This design comes from an exercise in tuning for small area, a short achievable clock period and few clock cycles on the open sky130 flow, not from production work. At most, simulation tests tie the RTL to the original design; equivalence was not proved. No activity file was given, so power comes from the tool's default toggle rates.

## old
==> flow/design.v <==
package tcs_pkg;
    localparam int BYTE_W      = 8;
    localparam int LINE_W      = 20;
    localparam int COL_W       = 16;
    localparam int QUEUE_DEPTH = 4;
    localparam int QP_W        = 2;
    localparam int QC_W        = 3;
    localparam int RES_W       = 2 + BYTE_W + LINE_W + COL_W + 3 + 1;
    localparam int PAIR_W      = 2 * RES_W + 1;
    localparam logic [BYTE_W-1:0] C_NUL    = 8'h00;
    localparam logic [BYTE_W-1:0] C_TAB    = 8'h09;
    localparam logic [BYTE_W-1:0] C_LF     = 8'h0A;
    localparam logic [BYTE_W-1:0] C_CR     = 8'h0D;
    localparam logic [BYTE_W-1:0] C_SPACE  = 8'h20;
    localparam logic [BYTE_W-1:0] C_STAR   = 8'h2A;
    localparam logic [BYTE_W-1:0] C_SLASH  = 8'h2F;
    localparam logic [BYTE_W-1:0] C_DEL    = 8'h7F;
    localparam logic [BYTE_W-1:0] C_LEAD   = 8'hE2;
    localparam logic [BYTE_W-1:0] C_CONT80 = 8'h80;
    localparam logic [BYTE_W-1:0] C_EN     = 8'h93;
    localparam logic [BYTE_W-1:0] C_EM     = 8'h94;
    localparam logic [BYTE_W-1:0] C_APOS   = 8'h99;
    localparam logic [BYTE_W-1:0] C_LSQ    = 8'h98;
    localparam logic [BYTE_W-1:0] C_LDQ    = 8'h9C;
    localparam logic [BYTE_W-1:0] C_RDQ    = 8'h9D;
    typedef enum logic [1:0] {
        KIND_CHAR = 2'd0,
        KIND_END  = 2'd1,
        KIND_ERR  = 2'd2
    } t_kind;
    typedef enum logic [2:0] {
        ERR_NONE      = 3'd0,
        ERR_EN_DASH   = 3'd1,
        ERR_EM_DASH   = 3'd2,
        ERR_APOS      = 3'd3,
        ERR_QUOTE     = 3'd4,
        ERR_CONTROL   = 3'd5,
        ERR_OPEN_CMNT = 3'd6
    } t_err;
    typedef struct packed {
        t_kind             kind;
        logic [BYTE_W-1:0] char_out;
        logic [LINE_W-1:0] line_no;
        logic [COL_W-1:0]  column_no;
        t_err              error_code;
        logic              last;
    } t_result;
    typedef struct packed {
        logic    two;
        t_result first;
        t_result second;
    } t_pair;
    typedef struct packed {
        logic empty;
        logic full;
    } t_q_status;
endpackage
module text_char_scanner_core #(
    parameter int LINE_BITS   = 20,    
    parameter int COLUMN_BITS = 16,
    parameter int TAB_STOP    = 4
) (
    input  logic                       i_clk,
    input  logic                       i_rst_n,
    input  logic                       i_valid,
    input  logic [tcs_pkg::BYTE_W-1:0] i_byte,
    output logic                       o_ready,
    output logic                       o_valid,
    input  logic                       i_ready,
    output logic [1:0]                 o_kind,
    output logic [tcs_pkg::BYTE_W-1:0] o_char,
    output logic [tcs_pkg::LINE_W-1:0] o_line,
    output logic [tcs_pkg::COL_W-1:0]  o_col,
    output logic [2:0]                 o_code,
    output logic                       o_last
);
    localparam int K_NUL   = 0;    
    localparam int K_TAB   = 1;    
    localparam int K_LF    = 2;    
    localparam int K_CR    = 3;    
    localparam int K_STAR  = 4;    
    localparam int K_SLASH = 5;    
    localparam int K_LEAD  = 6;    
    localparam int K_C80   = 7;    
    localparam int K_CTL   = 8;    
    localparam int K_INC   = 9;    
    localparam int K_UERR  = 10;   
    localparam int NK      = 11;
    function automatic logic [NK-1:0] f_class(input logic [7:0] v);
        f_class          = '0;
        f_class[K_NUL]   = (v == 8'h00);
        f_class[K_TAB]   = (v == 8'h09);
        f_class[K_LF]    = (v == 8'h0A);
        f_class[K_CR]    = (v == 8'h0D);
        f_class[K_STAR]  = (v == 8'h2A);
        f_class[K_SLASH] = (v == 8'h2F);
        f_class[K_LEAD]  = (v == 8'hE2);
        f_class[K_C80]   = (v == 8'h80);
        f_class[K_CTL]   = ((v[7:5] == 3'b000) && v != 8'h00 && v != 8'h09
                            && v != 8'h0A && v != 8'h0D) || (v == 8'h7F);
        f_class[K_INC]   = (v[7] ? v[6] : (v[6] | v[5])) && (v != 8'h7F);
        case (v)
            8'h93, 8'h94, 8'h98, 8'h99, 8'h9C, 8'h9D: f_class[K_UERR] = 1'b1;
            default:                                  f_class[K_UERR] = 1'b0;
        endcase
    endfunction
    logic          r_iv;
    logic [7:0]    r_ib;
    logic [NK-1:0] r_k;       
    logic          r_uerr;    
    logic        r_busy;      
    logic        r_outv;      
    logic        r_olast;     
    logic [2:0]  r_st;        
    logic [7:0]  r_ch;
    logic [19:0] r_line;
    logic [15:0] r_col;
    logic        r_mv_rst;    
    logic        r_mv_nl;     
    logic        r_mv_inc;    
    logic        r_mv_tab;    
    logic        r_cmt, r_star, r_slash, r_cr, r_lead, r_lead80, r_failed;
    logic        r_e2sat;     
    assign r_k = f_class(r_ib);
    function automatic logic [19:0] f_sinc20(input logic [19:0] v);
        for (int i = 0; i < 20; i++)
            f_sinc20[i] = (v[i] ^ ((i == 0) ? 1'b1 : &(v | ~((20'd1 << i) - 20'd1)))) | (&v);
    endfunction
    function automatic logic [13:0] f_inc14(input logic [13:0] v, input logic ci);
        for (int i = 0; i < 14; i++)
            f_inc14[i] = v[i] ^ (ci & ((i == 0) ? 1'b1 : &(v | ~((14'd1 << i) - 14'd1))));
    endfunction
    function automatic logic [15:0] f_dec16(input logic [15:0] v);
        for (int i = 0; i < 16; i++)
            f_dec16[i] = v[i] ^ ((i == 0) ? 1'b1 : ~|(v & ((16'd1 << i) - 16'd1)));
    endfunction
    logic        hi_max, cin, col_sat;
    logic [13:0] hi_sum;
    logic [19:0] cur_line;
    logic [15:0] cur_col, lead_col;
    assign hi_max   = &r_col[15:2];
    assign cin      = r_mv_inc ? (&r_col[1:0]) : (|r_col[1:0]);
    assign hi_sum   = f_inc14(r_col[15:2], cin);
    assign r_mv_nl  = (r_ch == 8'h0A);
    assign r_mv_tab = (r_ch == 8'h09);
    assign r_mv_inc = (r_ch[7] ? r_ch[6] : (r_ch[6] | r_ch[5])) && (r_ch != 8'h7F);
    assign col_sat  = hi_max & cin;
    always_comb begin
        if (r_mv_rst)
            cur_line = 20'd1;
        else if (r_mv_nl)
            cur_line = f_sinc20(r_line);
        else
            cur_line = r_line;
        if (r_mv_rst || r_mv_nl)
            cur_col = 16'd1;
        else if (r_mv_inc || r_mv_tab)
            cur_col = col_sat ? 16'hFFFF
                              : {hi_sum, (r_mv_inc ? {r_col[1] ^ r_col[0], !r_col[0]} : 2'd1)};
        else
            cur_col = r_col;
    end
    assign lead_col = r_e2sat ? r_col : f_dec16(r_col);
    logic consume, main_free;
    assign consume   = r_iv && (!r_outv || i_ready);
    assign main_free = !r_iv || consume;
    assign o_ready   = !r_busy || i_ready;
    logic [2:0] ucode;
    logic       n_ov, n_end, n_err, n_uerr;
    logic [2:0] n_code;
    logic       n_cmt, n_star, n_slash, n_cr, n_lead, n_lead80, n_failed;
    always_comb begin
        case (r_ib)
            8'h93:                ucode = 3'd1;
            8'h94:                ucode = 3'd2;
            8'h99:                ucode = 3'd3;
            default:              ucode = 3'd4;
        endcase
    end
    always_comb begin
        n_ov     = 1'b0;
        n_end    = 1'b0;
        n_err    = 1'b0;
        n_uerr   = r_lead80 && r_uerr;
        n_code   = 3'd0;
        n_cmt    = r_cmt;
        n_star   = r_star;
        n_slash  = 1'b0;
        n_cr     = 1'b0;
        n_lead   = 1'b0;
        n_lead80 = 1'b0;
        n_failed = r_failed;
        if (r_failed) begin
        end else if (r_cr) begin
            if (r_k[K_LF]) begin
                n_star = 1'b0;
                n_ov   = !r_cmt;
            end else begin
                n_ov     = 1'b1;
                n_err    = 1'b1;
                n_code   = 3'd5;
                n_failed = 1'b1;
            end
        end else if (r_k[K_NUL]) begin
            n_ov   = 1'b1;
            n_end  = !r_cmt;
            n_err  = r_cmt;
            n_code = r_cmt ? 3'd6 : 3'd0;
        end else if (r_k[K_CR]) begin
            n_cr = 1'b1;
        end else if (n_uerr) begin
            n_ov     = 1'b1;
            n_err    = 1'b1;
            n_code   = ucode;
            n_failed = 1'b1;
        end else if (r_k[K_CTL]) begin
            n_ov     = 1'b1;
            n_err    = 1'b1;
            n_code   = 3'd5;
            n_failed = 1'b1;
        end else begin
            n_lead   = r_k[K_LEAD];
            n_lead80 = r_lead && r_k[K_C80];
            if (r_cmt) begin
                if (r_star && r_k[K_SLASH]) begin
                    n_cmt  = 1'b0;
                    n_star = 1'b0;
                end else begin
                    n_star = r_k[K_STAR];
                end
            end else if (r_slash && r_k[K_STAR]) begin
                n_cmt  = 1'b1;
                n_star = 1'b0;
            end else if (r_k[K_SLASH]) begin
                n_slash = 1'b1;
            end else begin
                n_ov = 1'b1;
            end
        end
        if (r_k[K_NUL]) begin
            n_cmt    = 1'b0;
            n_star   = 1'b0;
            n_failed = 1'b0;
        end
    end
    logic          iv_n, slash_n, ov_n, rel_n;
    logic [7:0]    in_b, ib_n;
    logic [NK-1:0] k_n;
    assign in_b = i_byte;
    assign iv_n    = main_free ? i_valid : r_iv;
    assign ib_n    = main_free ? in_b : r_ib;
    assign k_n     = f_class(ib_n);
    assign slash_n = consume ? n_slash : r_slash;
    assign ov_n    = consume ? n_ov : (r_outv && !i_ready);
    assign rel_n   = iv_n && slash_n && !k_n[K_STAR];
    always_ff @(posedge i_clk) begin
        if (!i_rst_n) begin
            r_iv     <= 1'b0;
            r_outv   <= 1'b0;
            r_busy   <= 1'b0;
            r_mv_rst <= 1'b1;
            r_cmt    <= 1'b0;
            r_star   <= 1'b0;
            r_slash  <= 1'b0;
            r_cr     <= 1'b0;
            r_lead   <= 1'b0;
            r_lead80 <= 1'b0;
            r_failed <= 1'b0;
        end else begin
            r_iv   <= iv_n;
            r_outv <= ov_n || rel_n;
            r_busy <= iv_n && (ov_n || rel_n);
            r_slash <= slash_n;
            if (consume) begin
                r_mv_rst <= r_k[K_NUL];
                r_cmt    <= n_cmt;
                r_star   <= n_star;
                r_cr     <= n_cr;
                r_lead   <= n_lead;
                r_lead80 <= n_lead80;
                r_failed <= n_failed;
            end
        end
    end
    always_ff @(posedge i_clk) begin
        r_ib    <= ib_n;
        r_uerr  <= k_n[K_UERR];
        r_olast <= !rel_n || k_n[K_SLASH] || k_n[K_CR];
        if (consume) begin
            r_ch    <= n_err ? 8'h00 : r_ib;
            r_line  <= cur_line;
            r_col   <= n_uerr ? lead_col : cur_col;
            r_st    <= n_end ? 3'd7 : n_code;
            r_e2sat <= &r_col;
        end
    end
    assign o_valid = r_outv;
    assign o_kind  = {(r_st != 3'd0) && (r_st != 3'd7), r_st == 3'd7};
    assign o_char  = r_ch;
    assign o_line  = r_line;
    assign o_col   = r_col;
    assign o_code  = (r_st == 3'd7) ? 3'd0 : r_st;
    assign o_last  = r_olast;
endmodule
==> flow/config.mk <==
export PLATFORM = sky130hd
export DESIGN_NAME = text_char_scanner_core
export DESIGN_NICKNAME = text_char_scanner_core
export VERILOG_FILES = /design/flow/design.v
export SDC_FILE = /design/flow/constraint.sdc
export NUM_CORES = 4
export LEC_CHECK = 0
export ABC_AREA = 1
export CAP_MARGIN = 20
export CORE_MARGIN = 2
export CORE_UTILIZATION = 40
export CTS_BUF_LIST = sky130_fd_sc_hd__clkbuf_4 sky130_fd_sc_hd__clkbuf_8
export GPL_TIMING_DRIVEN = 0
export SETUP_SLACK_MARGIN = 1.8
export SLEW_MARGIN = 20
==> flow/constraint.sdc <==
create_clock -name core_clock -period 4.0 [get_ports {i_clk}]
set_input_delay 0.8000 -clock core_clock [delete_from_list [all_inputs] [get_ports {i_clk}]]
set_output_delay 0.8000 -clock core_clock [all_outputs]
set_load 0.01 [all_outputs]
standard.sh (not shown) runs the stock make flow with config.mk's settings and CLKGATE_MAP_FILE= SYNTH_SCRIPT=/design/flow/synth_recipe.tcl, a recipe that flattens the netlist after the stock synthesis.
==> flow/flow/run.sh <==
#!/bin/bash
# Standard layout, with plain buf_1 cells as the port buffers and the
# synthesis adder-cell step left out (abc maps the incrementers as gates).
set -euo pipefail
bash standard.sh BUFFER_PORTS_ARGS="-buffer_cell sky130_fd_sc_hd__buf_1" ADDER_MAP_FILE= finish > make_finish.log 2>&1
old finished every step from synthesis to the final layout, and the layout passed the timing, DRC and antenna checks.
## Diff of input files: new against old
--- a/flow/design.v
+++ b/flow/design.v
@@ -112,8 +112,10 @@
     logic        r_outv;      
     logic        r_olast;     
-    logic [2:0]  r_st;        
+    logic        r_kerr;      
+    logic        r_end;       
     logic [7:0]  r_ch;
     logic [19:0] r_line;
     logic [15:0] r_col;
+    logic [2:0]  r_code;
     logic        r_mv_rst;    
     logic        r_mv_nl;     
@@ -141,8 +143,5 @@
     assign hi_max   = &r_col[15:2];
     assign cin      = r_mv_inc ? (&r_col[1:0]) : (|r_col[1:0]);
-    assign hi_sum   = f_inc14(r_col[15:2], cin);
-    assign r_mv_nl  = (r_ch == 8'h0A);
-    assign r_mv_tab = (r_ch == 8'h09);
-    assign r_mv_inc = (r_ch[7] ? r_ch[6] : (r_ch[6] | r_ch[5])) && (r_ch != 8'h7F);
+    assign hi_sum   = cin ? f_inc14(r_col[15:2], 1'b1) : r_col[15:2];
     assign col_sat  = hi_max & cin;
     always_comb begin
@@ -260,4 +259,7 @@
             r_busy   <= 1'b0;
             r_mv_rst <= 1'b1;
+            r_mv_nl  <= 1'b0;
+            r_mv_inc <= 1'b0;
+            r_mv_tab <= 1'b0;
             r_cmt    <= 1'b0;
             r_star   <= 1'b0;
@@ -274,4 +276,7 @@
             if (consume) begin
                 r_mv_rst <= r_k[K_NUL];
+                r_mv_nl  <= r_k[K_LF];
+                r_mv_inc <= r_k[K_INC];
+                r_mv_tab <= r_k[K_TAB];
                 r_cmt    <= n_cmt;
                 r_star   <= n_star;
@@ -291,14 +296,16 @@
             r_line  <= cur_line;
             r_col   <= n_uerr ? lead_col : cur_col;
-            r_st    <= n_end ? 3'd7 : n_code;
+            r_end   <= n_end;
+            r_kerr  <= n_err;
+            r_code  <= n_code;
             r_e2sat <= &r_col;
         end
     end
     assign o_valid = r_outv;
-    assign o_kind  = {(r_st != 3'd0) && (r_st != 3'd7), r_st == 3'd7};
+    assign o_kind  = {r_kerr, r_end};
     assign o_char  = r_ch;
     assign o_line  = r_line;
     assign o_col   = r_col;
-    assign o_code  = (r_st == 3'd7) ? 3'd0 : r_st;
+    assign o_code  = r_code;
     assign o_last  = r_olast;
 endmodule
Results
Between new and old, it is new whose relative contribution of the clock network to total power is higher, by 0.5 points. Lower first-pass GRT wire length was reported by new, not old. Going from old to new, the number of buffers added on ports was found to have gone down by about 1.6%. Diff old -> new | final non-filler cell area | decrease of about 3%. Xor-xnor portion of the synthesized cell area (new over old): decrease, 0.87 points. After detailed routing, old needs more wire than new. Per the comparison of new with old, core utilization saw a decrease, fmax higher, total power higher. a211oi_2 as the master of the slowest instance on the critical path was reported by new, and edfxtp_1 by old.
Function was not checked in any run of this note: the RTL went through the layout flow alone.

========
// text_char_scanner_core: RTL as listed in full above, without the edits since
==> flow/config.mk <==
export PLATFORM = sky130hd
export DESIGN_NAME = text_char_scanner_core
export DESIGN_NICKNAME = text_char_scanner_core
export VERILOG_FILES = /design/flow/design.v
export SDC_FILE = /design/flow/constraint.sdc
export NUM_CORES = 4
export LEC_CHECK = 0
export ABC_AREA = 1
export CAP_MARGIN = 20
export CORE_MARGIN = 2
export CORE_UTILIZATION = 40
export CTS_BUF_LIST = sky130_fd_sc_hd__clkbuf_4 sky130_fd_sc_hd__clkbuf_8
export GPL_TIMING_DRIVEN = 0
export SETUP_SLACK_MARGIN = 1.85
export SLEW_MARGIN = 20
==> flow/constraint.sdc <==
create_clock -name core_clock -period 4.0 [get_ports {i_clk}]
set_input_delay 0.8000 -clock core_clock [delete_from_list [all_inputs] [get_ports {i_clk}]]
set_output_delay 0.8000 -clock core_clock [all_outputs]
set_load 0.01 [all_outputs]
Scripts as last shown in full above: flow/flow/run.sh
Then changed:
--- a/flow/design.v
+++ b/flow/design.v
@@ -109,14 +109,16 @@
     logic [NK-1:0] r_k;       
     logic          r_uerr;    
     logic        r_busy;      
     logic        r_outv;      
     logic        r_olast;     
-    logic [2:0]  r_st;        
+    logic        r_kerr;      
+    logic        r_end;       
     logic [7:0]  r_ch;
     logic [19:0] r_line;
     logic [15:0] r_col;
+    logic [2:0]  r_code;
     logic        r_mv_rst;    
     logic        r_mv_nl;     
     logic        r_mv_inc;    
     logic        r_mv_tab;    
     logic        r_cmt, r_star, r_slash, r_cr, r_lead, r_lead80, r_failed;
@@ -139,13 +141,10 @@
     logic [19:0] cur_line;
     logic [15:0] cur_col, lead_col;
     assign hi_max   = &r_col[15:2];
     assign cin      = r_mv_inc ? (&r_col[1:0]) : (|r_col[1:0]);
     assign hi_sum   = f_inc14(r_col[15:2], cin);
-    assign r_mv_nl  = (r_ch == 8'h0A);
-    assign r_mv_tab = (r_ch == 8'h09);
-    assign r_mv_inc = (r_ch[7] ? r_ch[6] : (r_ch[6] | r_ch[5])) && (r_ch != 8'h7F);
     assign col_sat  = hi_max & cin;
     always_comb begin
         if (r_mv_rst)
             cur_line = 20'd1;
         else if (r_mv_nl)
@@ -257,10 +256,13 @@
         if (!i_rst_n) begin
             r_iv     <= 1'b0;
             r_outv   <= 1'b0;
             r_busy   <= 1'b0;
             r_mv_rst <= 1'b1;
+            r_mv_nl  <= 1'b0;
+            r_mv_inc <= 1'b0;
+            r_mv_tab <= 1'b0;
             r_cmt    <= 1'b0;
             r_star   <= 1'b0;
             r_slash  <= 1'b0;
             r_cr     <= 1'b0;
             r_lead   <= 1'b0;
@@ -271,10 +273,13 @@
             r_outv <= ov_n || rel_n;
             r_busy <= iv_n && (ov_n || rel_n);
             r_slash <= slash_n;
             if (consume) begin
                 r_mv_rst <= r_k[K_NUL];
+                r_mv_nl  <= r_k[K_LF];
+                r_mv_inc <= r_k[K_INC];
+                r_mv_tab <= r_k[K_TAB];
                 r_cmt    <= n_cmt;
                 r_star   <= n_star;
                 r_cr     <= n_cr;
                 r_lead   <= n_lead;
                 r_lead80 <= n_lead80;
@@ -288,17 +293,19 @@
         r_olast <= !rel_n || k_n[K_SLASH] || k_n[K_CR];
         if (consume) begin
             r_ch    <= n_err ? 8'h00 : r_ib;
             r_line  <= cur_line;
             r_col   <= n_uerr ? lead_col : cur_col;
-            r_st    <= n_end ? 3'd7 : n_code;
+            r_end   <= n_end;
+            r_kerr  <= n_err;
+            r_code  <= n_code;
             r_e2sat <= &r_col;
         end
     end
     assign o_valid = r_outv;
-    assign o_kind  = {(r_st != 3'd0) && (r_st != 3'd7), r_st == 3'd7};
+    assign o_kind  = {r_kerr, r_end};
     assign o_char  = r_ch;
     assign o_line  = r_line;
     assign o_col   = r_col;
-    assign o_code  = (r_st == 3'd7) ? 3'd0 : r_st;
+    assign o_code  = r_code;
     assign o_last  = r_olast;
 endmodule
=>
- design area fell by a little under a tenth
- hold slack gains 0.013 ns
- first-iteration DRC count rose by well over a third
- setup slack gains 0.21 ns
- synthesized cell count fell by roughly a tenth
Testbench counts after the change, summed over its fixed seeds: cycles 33,905.
Function not checked in the first run of this note: the RTL went through the layout flow alone.

[static timing again, ports no longer ideal]
In the flow no input, the clock included, has a driving cell. The finished layouts below were timed again as built, in two steps. Step 1 (the two cells are an assumption about what drives the block):
set clk [get_ports {i_clk}]
set_driving_cell -lib_cell sky130_fd_sc_hd__clkbuf_16 $clk
set_driving_cell -lib_cell sky130_fd_sc_hd__buf_2 [delete_from_list [all_inputs] $clk]
Step 2, shift: input delay + t, output delay - t, t = (earliest + latest rising clock arrival at the registers) / 2. This alone moves slack from input paths to output paths. Three values: no drivers, after step 1, after step 2; two values: the first two.
run | shift t [ns] | slack for setup (ns) | worst register clock-pin slew, ns
old | 0.389 | 1.929 / 1.896 / 1.624 | 0.08 / 0.08
new | 0.384 | 1.939 / 1.920 / 1.569 | 0.09 / 0.09
the first run of note 2 | 0.390 | 1.784 / 1.784 / 1.686 | 0.08 / 0.08
the second run of note 2 | 0.388 | 1.994 / 1.993 / 1.683 | 0.08 / 0.08
After both steps setup and hold are still met in every run listed. For new, which loses most, drivers alone change the setup slack by -0.019 ns; drivers and shift together by -0.370 ns.
